From an optimization exercise on the open Yosys and OpenROAD flow, aimed at small area; shortcuts taken in it are not production practice.
In this exercise RTL edits were held to simulation tests only and were not proved equivalent to the original.
Power is estimated from default activity; no workload was simulated.

[config.mk]
export PLATFORM = sky130hd
export DESIGN_NAME = cache_top
export DESIGN_NICKNAME = cache_top
export VERILOG_FILES = /design/flow/design.v
export SDC_FILE = /design/flow/constraint.sdc
export NUM_CORES = 4
export LEC_CHECK = 0
export CAP_MARGIN = 20
export CORE_MARGIN = 2
export CORE_UTILIZATION = 40
export SLEW_MARGIN = 20
[constraint.sdc]
create_clock -name core_clock -period 9.0 [get_ports {Clock}]
set_input_delay 1.8000 -clock core_clock [delete_from_list [all_inputs] [get_ports {Clock}]]
set_output_delay 1.8000 -clock core_clock [all_outputs]
set_load 0.01 [all_outputs]
[design.v]
package cache_cmd_pkg;
  localparam logic [3:0] CMD_READ      = 4'd0;
  localparam logic [3:0] CMD_WRITE     = 4'd1;
  localparam logic [3:0] CMD_INVAL     = 4'd3;   
  localparam logic [3:0] CMD_SNOOP_RFO = 4'd4;   
  localparam logic [3:0] CMD_CLEAR     = 4'd8;
  localparam int REQ_BITS = 4 + 32;
endpackage
package cache_line_pkg;
  localparam logic [1:0] MODIFIED  = 2'd0;
  localparam logic [1:0] EXCLUSIVE = 2'd1;
  localparam logic [1:0] SHARED    = 2'd2;
  localparam logic [1:0] INVALID   = 2'd3;
  localparam int EV_RD    = 4;
  localparam int EV_WR    = 3;
  localparam int EV_HIT   = 2;
  localparam int EV_MISS  = 1;
  localparam int EV_WBACK = 0;
endpackage
module cache_apb_front (
  input  logic                                Clock,
  input  logic                                reset,
  input  logic                                psel,
  input  logic                                penable,
  input  logic                                pwrite,
  input  logic [7:0]                          paddr,
  input  logic [31:0]                         pwdata,
  output logic [31:0]                         prdata,
  output logic                                pready,
  output logic                                pslverr,
  output logic                                push,
  output logic [cache_cmd_pkg::REQ_BITS-1:0]  req,
  input  logic                                full,
  input  logic                                busy,
  input  logic                                empty,
  input  logic [1:0]                          probe_state,
  input  logic [5*16-1:0]        counts
);
  logic [32-1:0] addr_q;
  logic                        access;
  logic                        cmd_ok;
  logic                        idle;
  assign access = psel && penable;
  assign idle   = empty && !busy;   
  assign req    = {pwdata[3:0], addr_q};
  always_comb
  begin
    case (pwdata[3:0])
      cache_cmd_pkg::CMD_READ, cache_cmd_pkg::CMD_WRITE, cache_cmd_pkg::CMD_INVAL,
      cache_cmd_pkg::CMD_SNOOP_RFO, cache_cmd_pkg::CMD_CLEAR: cmd_ok = 1'b1;
      default: cmd_ok = 1'b0;
    endcase
  end
  always_comb
  begin
    pready  = 1'b0;
    pslverr = 1'b0;
    push    = 1'b0;
    prdata  = '0;
    if (access && pwrite)
    begin
      case (paddr)
        8'h00: pready = 1'b1;
        8'h04:
        begin
          if (!cmd_ok)
          begin
            pready  = 1'b1;
            pslverr = 1'b1;
          end
          else if (!full)   
          begin
            pready = 1'b1;
            push   = 1'b1;
          end
        end
        default:
        begin
          pready  = 1'b1;
          pslverr = 1'b1;
        end
      endcase
    end
    else if (access && idle)
    begin
      pready = 1'b1;
      case (paddr)
        8'h00:   prdata = addr_q;
        8'h08:  prdata = 32'(probe_state);
        8'h10:  prdata = 32'(counts[0*16 +: 16]);
        8'h14: prdata = 32'(counts[1*16 +: 16]);
        8'h18:   prdata = 32'(counts[2*16 +: 16]);
        8'h1C: prdata = 32'(counts[3*16 +: 16]);
        8'h20: prdata = 32'(counts[4*16 +: 16]);
        default:     pslverr = 1'b1;
      endcase
    end
  end
  always_ff @(posedge Clock or posedge reset)
  begin
    if (reset)
      addr_q <= '0;
    else if (access && pwrite && paddr == 8'h00)
      addr_q <= pwdata;
  end
endmodule
module cache_req_fifo (
  input  logic                               Clock,
  input  logic                               reset,
  input  logic                               push,
  input  logic                               pop,
  input  logic [cache_cmd_pkg::REQ_BITS-1:0] din,
  output logic [cache_cmd_pkg::REQ_BITS-1:0] dout,
  output logic                               full,
  output logic                               empty
);
  logic [4-1:0][cache_cmd_pkg::REQ_BITS-1:0] mem;
  logic [$clog2(4)-1:0]                      wr_ptr;
  logic [$clog2(4)-1:0]                      rd_ptr;
  logic [$clog2(4):0]                        count;
  assign full  = (count == 4);
  assign empty = (count == 0);
  assign dout  = mem[rd_ptr];
  always_ff @(posedge Clock)
  begin
    if (push)
      mem[wr_ptr] <= din;
  end
  always_ff @(posedge Clock or posedge reset)
  begin
    if (reset)
    begin
      wr_ptr <= '0;
      rd_ptr <= '0;
      count  <= '0;
    end
    else
    begin
      if (push)
        wr_ptr <= wr_ptr + 1'b1;
      if (pop)
        rd_ptr <= rd_ptr + 1'b1;
      if (push && !pop)
        count <= count + 1'b1;
      else if (pop && !push)
        count <= count - 1'b1;
    end
  end
endmodule
module cache_mesi_engine (
  input  logic                               Clock,
  input  logic                               reset,
  input  logic                               empty,
  input  logic [cache_cmd_pkg::REQ_BITS-1:0] head,
  output logic                               pop,
  output logic                               busy,
  input  logic [32-1:0]        probe_addr,
  output logic [1:0]                         probe_state,
  output logic                               touch,
  output logic                               lru_clear,
  output logic [($clog2(16))-1:0]         lru_set,
  output logic [($clog2(4))-1:0]         lru_way,
  input  logic [($clog2(4))-1:0]         victim,
  output logic [4:0]                         events   
);
  localparam int LINES   = 16 * 4;
  localparam int OFF     = ($clog2(64));
  localparam int SET_LSB = ($clog2(64));
  localparam int TAG_LSB = ($clog2(64)) + ($clog2(16));
  logic [LINES-1:0][(32 - ($clog2(16)) - ($clog2(64)))-1:0] line_tag;
  logic [LINES-1:0][1:0]                 line_state;
  logic [cache_cmd_pkg::REQ_BITS-1:0] req_q;
  logic [3:0]                         cmd_q;
  logic [(32 - ($clog2(16)) - ($clog2(64)))-1:0]         tag_q;
  logic                               hit_q;
  logic [($clog2(4))-1:0]         way_q;
  logic [($clog2(16))-1:0]         set_q;
  logic [3:0]                         head_cmd;
  logic [($clog2(16))-1:0]         head_set;
  logic [(32 - ($clog2(16)) - ($clog2(64)))-1:0]         head_tag;
  logic [($clog2(16))-1:0]         probe_set;
  logic [(32 - ($clog2(16)) - ($clog2(64)))-1:0]         probe_tag;
  logic                               hit;
  logic [($clog2(4))-1:0]         hit_way;
  logic                               has_free;
  logic [($clog2(4))-1:0]         free_way;
  logic [1:0]                         cur_state;
  logic [1:0]                         next_state;
  assign head_cmd  = head[32 +: 4];
  assign head_set  = head[SET_LSB +: ($clog2(16))];
  assign head_tag  = head[TAG_LSB +: (32 - ($clog2(16)) - ($clog2(64)))];
  assign cmd_q     = req_q[32 +: 4];
  assign set_q     = req_q[SET_LSB +: ($clog2(16))];
  assign tag_q     = req_q[TAG_LSB +: (32 - ($clog2(16)) - ($clog2(64)))];
  assign probe_set = probe_addr[SET_LSB +: ($clog2(16))];
  assign probe_tag = probe_addr[TAG_LSB +: (32 - ($clog2(16)) - ($clog2(64)))];
  assign pop       = !busy && !empty;
  assign cur_state = line_state[{set_q, way_q}];
  assign lru_set   = busy ? set_q : head_set;   
  assign lru_way   = way_q;
  always_comb
  begin
    hit         = 1'b0;
    hit_way     = '0;
    has_free    = 1'b0;
    free_way    = '0;
    probe_state = cache_line_pkg::INVALID;
    for (int w = 4 - 1; w >= 0; w--)
    begin
      if (line_state[{head_set, w[($clog2(4))-1:0]}] != cache_line_pkg::INVALID &&
          line_tag[{head_set, w[($clog2(4))-1:0]}] == head_tag)
      begin
        hit     = 1'b1;
        hit_way = w[($clog2(4))-1:0];
      end
      if (line_state[{head_set, w[($clog2(4))-1:0]}] == cache_line_pkg::INVALID)
      begin
        has_free = 1'b1;
        free_way = w[($clog2(4))-1:0];
      end
      if (line_state[{probe_set, w[($clog2(4))-1:0]}] != cache_line_pkg::INVALID &&
          line_tag[{probe_set, w[($clog2(4))-1:0]}] == probe_tag)
        probe_state = line_state[{probe_set, w[($clog2(4))-1:0]}];
    end
  end
  always_comb
  begin
    events     = '0;
    touch      = 1'b0;
    lru_clear  = 1'b0;
    next_state = cache_line_pkg::INVALID;
    if (busy)
    begin
      case (cmd_q)
        cache_cmd_pkg::CMD_READ, cache_cmd_pkg::CMD_WRITE:
        begin
          events[cache_line_pkg::EV_RD]    = (cmd_q == cache_cmd_pkg::CMD_READ);
          events[cache_line_pkg::EV_WR]    = (cmd_q == cache_cmd_pkg::CMD_WRITE);
          events[cache_line_pkg::EV_HIT]   = hit_q;
          events[cache_line_pkg::EV_MISS]  = !hit_q;
          events[cache_line_pkg::EV_WBACK] = !hit_q && cur_state == cache_line_pkg::MODIFIED;   
          touch = 1'b1;
          if (cmd_q == cache_cmd_pkg::CMD_WRITE)
            next_state = cache_line_pkg::MODIFIED;
          else if (!hit_q)
            next_state = cache_line_pkg::EXCLUSIVE;
          else
            next_state = (cur_state == cache_line_pkg::EXCLUSIVE) ? cache_line_pkg::SHARED : cur_state;
        end
        cache_cmd_pkg::CMD_INVAL:
        begin
          touch = hit_q;
          events[cache_line_pkg::EV_WBACK] = hit_q && cur_state == cache_line_pkg::MODIFIED;
        end
        cache_cmd_pkg::CMD_SNOOP_RFO: touch = hit_q;
        cache_cmd_pkg::CMD_CLEAR:     lru_clear = 1'b1;
        default: ;
      endcase
    end
  end
  always_ff @(posedge Clock)
  begin
    if (pop)
    begin
      req_q <= head;
      hit_q <= hit;
      way_q <= hit ? hit_way : (has_free ? free_way : victim);
    end
  end
  always_ff @(posedge Clock or posedge reset)
  begin
    if (reset)
      busy <= 1'b0;
    else
      busy <= pop;   
  end
  for (genvar e = 0; e < LINES; e++)
  begin : g_line
    localparam logic [($clog2(4))-1:0] W = e % 4;
    localparam logic [($clog2(16))-1:0] S = e / 4;
    always_ff @(posedge Clock or posedge reset)
    begin
      if (reset)
      begin
        line_tag[e]   <= '0;
        line_state[e] <= cache_line_pkg::INVALID;
      end
      else if (busy)
      begin
        case (cmd_q)
          cache_cmd_pkg::CMD_READ, cache_cmd_pkg::CMD_WRITE:
            if (set_q == S && way_q == W)
            begin
              line_tag[e]   <= tag_q;
              line_state[e] <= next_state;
            end
          cache_cmd_pkg::CMD_INVAL, cache_cmd_pkg::CMD_SNOOP_RFO:
            if (hit_q && set_q == S && way_q == W)
              line_state[e] <= cache_line_pkg::INVALID;
          cache_cmd_pkg::CMD_CLEAR:
            line_state[e] <= cache_line_pkg::INVALID;
          default: ;
        endcase
      end
    end
  end
endmodule
module cache_lru_ranks (
  input  logic                       Clock,
  input  logic                       reset,
  input  logic                       touch,
  input  logic                       clear,
  input  logic [($clog2(16))-1:0] set,
  input  logic [($clog2(4))-1:0] way,
  output logic [($clog2(4))-1:0] victim
);
  localparam int LINES = 16 * 4;
  logic [LINES-1:0][($clog2(4))-1:0] ranks;
  logic [($clog2(4))-1:0]            old_rank;
  assign old_rank = ranks[{set, way}];
  always_comb
  begin
    victim = '0;
    for (int w = 0; w < 4; w++)
    begin
      if (ranks[{set, w[($clog2(4))-1:0]}] == '0)   
        victim = w[($clog2(4))-1:0];
    end
  end
  for (genvar e = 0; e < LINES; e++)
  begin : g_rank
    localparam logic [($clog2(4))-1:0] W = e % 4;
    localparam logic [($clog2(16))-1:0] S = e / 4;
    always_ff @(posedge Clock or posedge reset)
    begin
      if (reset)
        ranks[e] <= W;
      else if (clear)
        ranks[e] <= W;
      else if (touch && set == S)
      begin
        if (way == W)
          ranks[e] <= '1;   
        else if (ranks[e] > old_rank)
          ranks[e] <= ranks[e] - 1'b1;
      end
    end
  end
endmodule
module cache_stats (
  input  logic                         Clock,
  input  logic                         reset,
  input  logic [4:0]                   events,   
  output logic [5*16-1:0] counts
);
  logic [4:0] flags;
  assign flags = {events[cache_line_pkg::EV_WBACK], events[cache_line_pkg::EV_MISS],
                  events[cache_line_pkg::EV_HIT], events[cache_line_pkg::EV_WR],
                  events[cache_line_pkg::EV_RD]};
  always_ff @(posedge Clock or posedge reset)
  begin
    if (reset)
      counts <= '0;
    else
    begin
      for (int i = 0; i < 5; i++)
      begin
        if (flags[i] && counts[i*16 +: 16] != '1)   
          counts[i*16 +: 16] <=
            counts[i*16 +: 16] + 1'b1;
      end
    end
  end
endmodule
module cache_top (
  input  logic        Clock,
  input  logic        reset,
  input  logic        psel,
  input  logic        penable,
  input  logic        pwrite,
  input  logic [7:0]  paddr,
  input  logic [31:0] pwdata,
  output logic [31:0] prdata,
  output logic        pready,
  output logic        pslverr
);
  logic [cache_cmd_pkg::REQ_BITS-1:0] req;
  logic [cache_cmd_pkg::REQ_BITS-1:0] head;
  logic                               push;
  logic                               pop;
  logic                               full;
  logic                               empty;
  logic                               busy;
  logic [1:0]                         probe_state;
  logic                               touch;
  logic                               lru_clear;
  logic [($clog2(16))-1:0]         lru_set;
  logic [($clog2(4))-1:0]         lru_way;
  logic [($clog2(4))-1:0]         victim;
  logic [4:0]                         events;
  logic [5*16-1:0]       counts;
  cache_apb_front front0 (
    .Clock(Clock), .reset(reset), .psel(psel), .penable(penable), .pwrite(pwrite),
    .paddr(paddr), .pwdata(pwdata), .prdata(prdata), .pready(pready), .pslverr(pslverr),
    .push(push), .req(req), .full(full), .busy(busy), .empty(empty),
    .probe_state(probe_state), .counts(counts)
  );
  cache_req_fifo fifo0 (
    .Clock(Clock), .reset(reset), .push(push), .pop(pop), .din(req), .dout(head),
    .full(full), .empty(empty)
  );
  cache_mesi_engine engine0 (
    .Clock(Clock), .reset(reset), .empty(empty), .head(head), .pop(pop), .busy(busy),
    .probe_addr(req[32-1:0]), .probe_state(probe_state), .touch(touch),
    .lru_clear(lru_clear), .lru_set(lru_set), .lru_way(lru_way), .victim(victim),
    .events(events)
  );
  cache_lru_ranks lru0 (
    .Clock(Clock), .reset(reset), .touch(touch), .clear(lru_clear), .set(lru_set),
    .way(lru_way), .victim(victim)
  );
  cache_stats stats0 (
    .Clock(Clock), .reset(reset), .events(events), .counts(counts)
  );
endmodule
[run.sh]
#!/bin/bash
# synth_recipe.tcl (not shown) runs the flow's synth.tcl, then flattens the netlist and writes it again
# the make line also repeats each setting of config.mk as NAME=value (left out here)
make -C /OpenROAD-flow-scripts/flow DESIGN_CONFIG=/design/flow/config.mk WORK_HOME=/design/flow/orfs CLKGATE_MAP_FILE= SYNTH_SCRIPT=/design/flow/synth_recipe.tcl finish
==> impl_metrics.tcl <==
set metrics [dict create \
    layout_common_cells "sky130_fd_sc_hd__mux2_2, sky130_fd_sc_hd__dfrtp_1, sky130_fd_sc_hd__mux4_2, sky130_fd_sc_hd__nand2_1, sky130_fd_sc_hd__mux2i_1" \
    syn-cell-area_mm2 0.1115 \
    startpoint_type "register" \
    seq_area_frac_synth 0.4436 \
    cts-resized-gates 0 \
    criticalPathCategory "register to primary output" \
    detail_route.vias_per_cell 6.405 \
    numCtsBuffers 214 \
    fin_util 0.4465 \
    core_area_mm2 0.2770 \
    layout.cells.non_filler 12487 \
    drt.antenna.violating_nets 0 \
    timing_worst_slew_pin_value_ns 1.160 \
    synth-async-reset-ratio 0.9210 \
    clock_insertion_delay_worst_skew_ns 0.91 \
    grt_pass1_vias 79567 \
    grt_antenna_before_repair 19 \
    mappedNetlistNets 8966 \
    critPathCaptureType "primary output" \
    initial_core_util 0.4027 \
    routabilityCongestion 0.9346 \
    fin_setup_tns_ns 0 \
    irDropWorstVdd_v 0.0003387 \
    die_outline_area_mm2 0.2831 \
    fin_crit_sh 0.9324 \
    slew_viol_final 0 \
    max-slew-margin-rel 0.2249 \
    critPathMaxFanout 31 \
    floorplan.io_pins 79 \
    placedCellCount 12077 \
    synthesis.instances 8780 \
    post_synth_num_cell_types 91 \
    clock_tree.htree_level_count 4 \
    critical_path.max_stage_delay_ns 1.02 \
    row_count 193 \
    routed_wire_length_per_instance_um 31.66 \
    clockBufferDepth 4 \
    worstReg2RegStart "fifo0.rd_ptr[0]" \
    dr.first_iter.drc_count 9271 \
    reg2reg_depth 12 \
    ys.warnings.count 5 \
    grt_remaining_overflow 0 \
    numnets_final 8780 \
    holdPathStages 1 \
    worst_hold_path.endpoint "stats0.counts[7]" \
    detailroute.wirelength.met3_um 38860 \
    numClockSinks 1937 \
    cts_hold_buf 0 \
    timing.critical_path.arrival_ns 6.59 \
    via_count 79980 \
    synthesis.area_per_instance_um2 12.70 \
    met2_wirelength_um 177200 \
    die_h_um 532.0 \
    grt_usage 0.2730 \
    power_total_mw 41.28 \
    remaining_drc_errors 0 \
    finalSetupViolations 0 \
    drive_above_1_share 0.3688 \
    worst_path_max_delay_cell "sky130_fd_sc_hd__dfrtp_4" \
    timing.critical_path.required_ns 7.20 \
    whs_ns 0.4868 \
    leading_cell_type_in_the_layout_fill_and_taps_excluded "sky130_fd_sc_hd__mux2_2" \
    crit_path_cell_trace "buf_4 -> mux4_2 -> mux4_2 -> xnor2_1 -> nand4_1 -> nor4_1 -> buf_4 -> nand3_1 -> nand4_1 -> o221ai_1 -> a21o_1 -> a31oi_1 -> clkdlybuf4s50_1" \
    cts_setup_buffers 0 \
    root_buffer "sky130_fd_sc_hd__clkbuf_16" \
    leakagePower_nw 54.26 \
    detailedPlacementHpwl_um 248300 \
    timing.final.hold_violations 0 \
    grt_setup_unrepaired "false" \
    worstHoldStart "stats0.counts[7]" \
    area_growth_syn_to_layout_pct 10.89 \
    wl_met1_um 158800 \
    max_cap_violations 0 \
    max_freq_mhz 119.2 \
    min_period_ns 8.392 \
    postSynthRegisterBits 1937 \
    clock_skew_ns 0.06915 \
    port_buffers 78 \
    overall_die_width_um 532.0 \
    outcome "timing/DRC/antenna clean" \
    hp-class "register to register" \
    routed_wl_um 395300 \
    synth_top_flop_cell "sky130_fd_sc_hd__dfrtp_1" \
    grt_start_max_net_pins 177 \
    clock_tree_from_tritoncts "built" \
    topRoutingLayerUsed "met5" \
    reg2reg_setup_slack_ns 2.17 \
    power_density_mw_per_mm2 333.7 \
    clock_pin_slew_worst_setup_and_hold_paths_ns 0.07 \
    synth_edf_count 153 \
    crit-reg2reg-capture "engine0.way_q[0]" \
    drt_pre_antenna_iters 9 \
    wire_length_of_the_first_global_routing_pass_um 571800 \
]
-- synthesized netlist by cell type (60+ instances only) --
library cell	instances	area, µm²
sky130_fd_sc_hd__nor3_1	60	300.3
sky130_fd_sc_hd__mux2i_1	479	4795
sky130_fd_sc_hd__mux2_2	1601	18030
sky130_fd_sc_hd__a21oi_1	416	2082
sky130_fd_sc_hd__buf_2	63	315.3
sky130_fd_sc_hd__nand2_1	646	2425
sky130_fd_sc_hd__xnor2_1	260	2277
sky130_fd_sc_hd__buf_1	185	694.4
sky130_fd_sc_hd__o22ai_1	109	681.9
sky130_fd_sc_hd__nand3_1	86	430.4
sky130_fd_sc_hd__dfrtp_1	1592	39840
sky130_fd_sc_hd__a22oi_1	79	593.1
sky130_fd_sc_hd__dfstp_2	192	5045
sky130_fd_sc_hd__ha_1	140	1752
sky130_fd_sc_hd__mux4_2	686	15450
sky130_fd_sc_hd__xor2_1	126	1104
sky130_fd_sc_hd__edfxtp_1	153	4594
sky130_fd_sc_hd__a31oi_1	73	456.7
sky130_fd_sc_hd__nor2_1	175	656.9
sky130_fd_sc_hd__nor2b_1	104	650.6
sky130_fd_sc_hd__o21ai_0	172	860.8
sky130_fd_sc_hd__and3_1	84	525.5
sky130_fd_sc_hd__inv_1	193	724.4
sky130_fd_sc_hd__clkbuf_1	439	1648
-- cell families after synthesis --
| kind of cell | after synthesis | share of synthesized area |
|---|---|---|
| buf+inv | 986 | 0.03944 |
| fa+ha+maj | 141 | 0.01589 |
| mux | 2772 | 0.3445 |
| flops | 1937 | 0.4436 |
| compound gates | 1237 | 0.07174 |
| xor+xnor | 386 | 0.03031 |
| simple gates | 1321 | 0.05444 |
-- where the power goes --
| part | total, mW | switching, mW | leakage, nW | internal, mW |
|---|---|---|---|---|
| Combinational | 19.4 | 12.2 | 25.4 | 7.18 |
| Clock | 9.16 | 3.78 | 3.54 | 5.38 |
| Sequential | 12.7 | 1.83 | 25.4 | 10.9 |
-- registers in the layout (all words and copies together), names as in the netlist --
register	cells
engine0.line_tag	1408
engine0.line_state	128
lru0.ranks	128
fifo0.mem	120
stats0.counts	80
front0.addr_q	32
engine0.req_q	30
fifo0.count	3
engine0.way_q	2
fifo0.rd_ptr	2
fifo0.wr_ptr	2
engine0.busy	1
engine0.hit_q	1
-- critical path: cells and delay by family, from the launching register on --
kind | cells | cell delay, ns
mux | 2 | 1.05
buf+inv | 3 | 1.27
xor+xnor | 1 | 0.19
compound gates | 3 | 0.73
flops | 1 | 1.02
simple gates | 4 | 1.36
-- per-layer routing --
metal | global-route usage | up-vias
li1 | - | 32548
met1 | 0.3652 | 42266
met2 | 0.4179 | 4181
met3 | 0.06711 | 975
met4 | 0.1251 | 10
met5 | 0 | -
-- worst max-delay path by stage --
stage / from / endpoint / slack, ns
after floorplan: reset / engine0.busy / -17.39
after global placement: front0.addr_q[6] / prdata[1] / 1.49
after detailed placement: front0.addr_q[6] / prdata[0] / 1.60
after CTS: front0.addr_q[6] / prdata[0] / 0.66
after global routing: front0.addr_q[6] / prdata[0] / 0.44
final: front0.addr_q[6] / prdata[0] / 0.61
-- cell type report --
type | instances | area (µm²)
antenna | 19 | 47.55
clock buffer | 306 | 6185
clock inverter | 79 | 984.7
fill | 24860 | 153300
inverter | 201 | 787.0
multi-input combinational | 5857 | 58010
sequential | 1937 | 49500
tap | 3705 | 4636
timing repair buffer | 383 | 3531
-- through the flow --
step,setup WS (ns),area [µm²]
5_1_grt,0.4437,123600
3_3_place_gp,1.494,116300
6_report,0.6082,123700
3_5_place_dp,1.605,116400
4_1_cts,0.6563,123500
2_1_floorplan,-17.39,111500

==> re-timing with driven ports <==
The results above use ideal ports. As a check the final layout listed here was re-extracted and re-timed, cells and wires unchanged. Step 1: set_driving_cell puts a clkbuf_16 on Clock and a buf_2 on each other input, an assumption about the parent block. Step 2, shift: input delay + t, output delay - t, t = (earliest + latest rising clock arrival at the registers) / 2. This alone moves slack from input paths to output paths. Three values: ideal ports, drivers, drivers and shift; two values: the first two.
t, ns: 0.971
slack for setup (ns): 0.608 / 0.511 / 1.482
cell pins on the clock port's net: 1
After both steps setup and hold are still met in this run. The setup slack of this run moves by -0.097 ns with the drivers and by +0.874 ns with both steps.
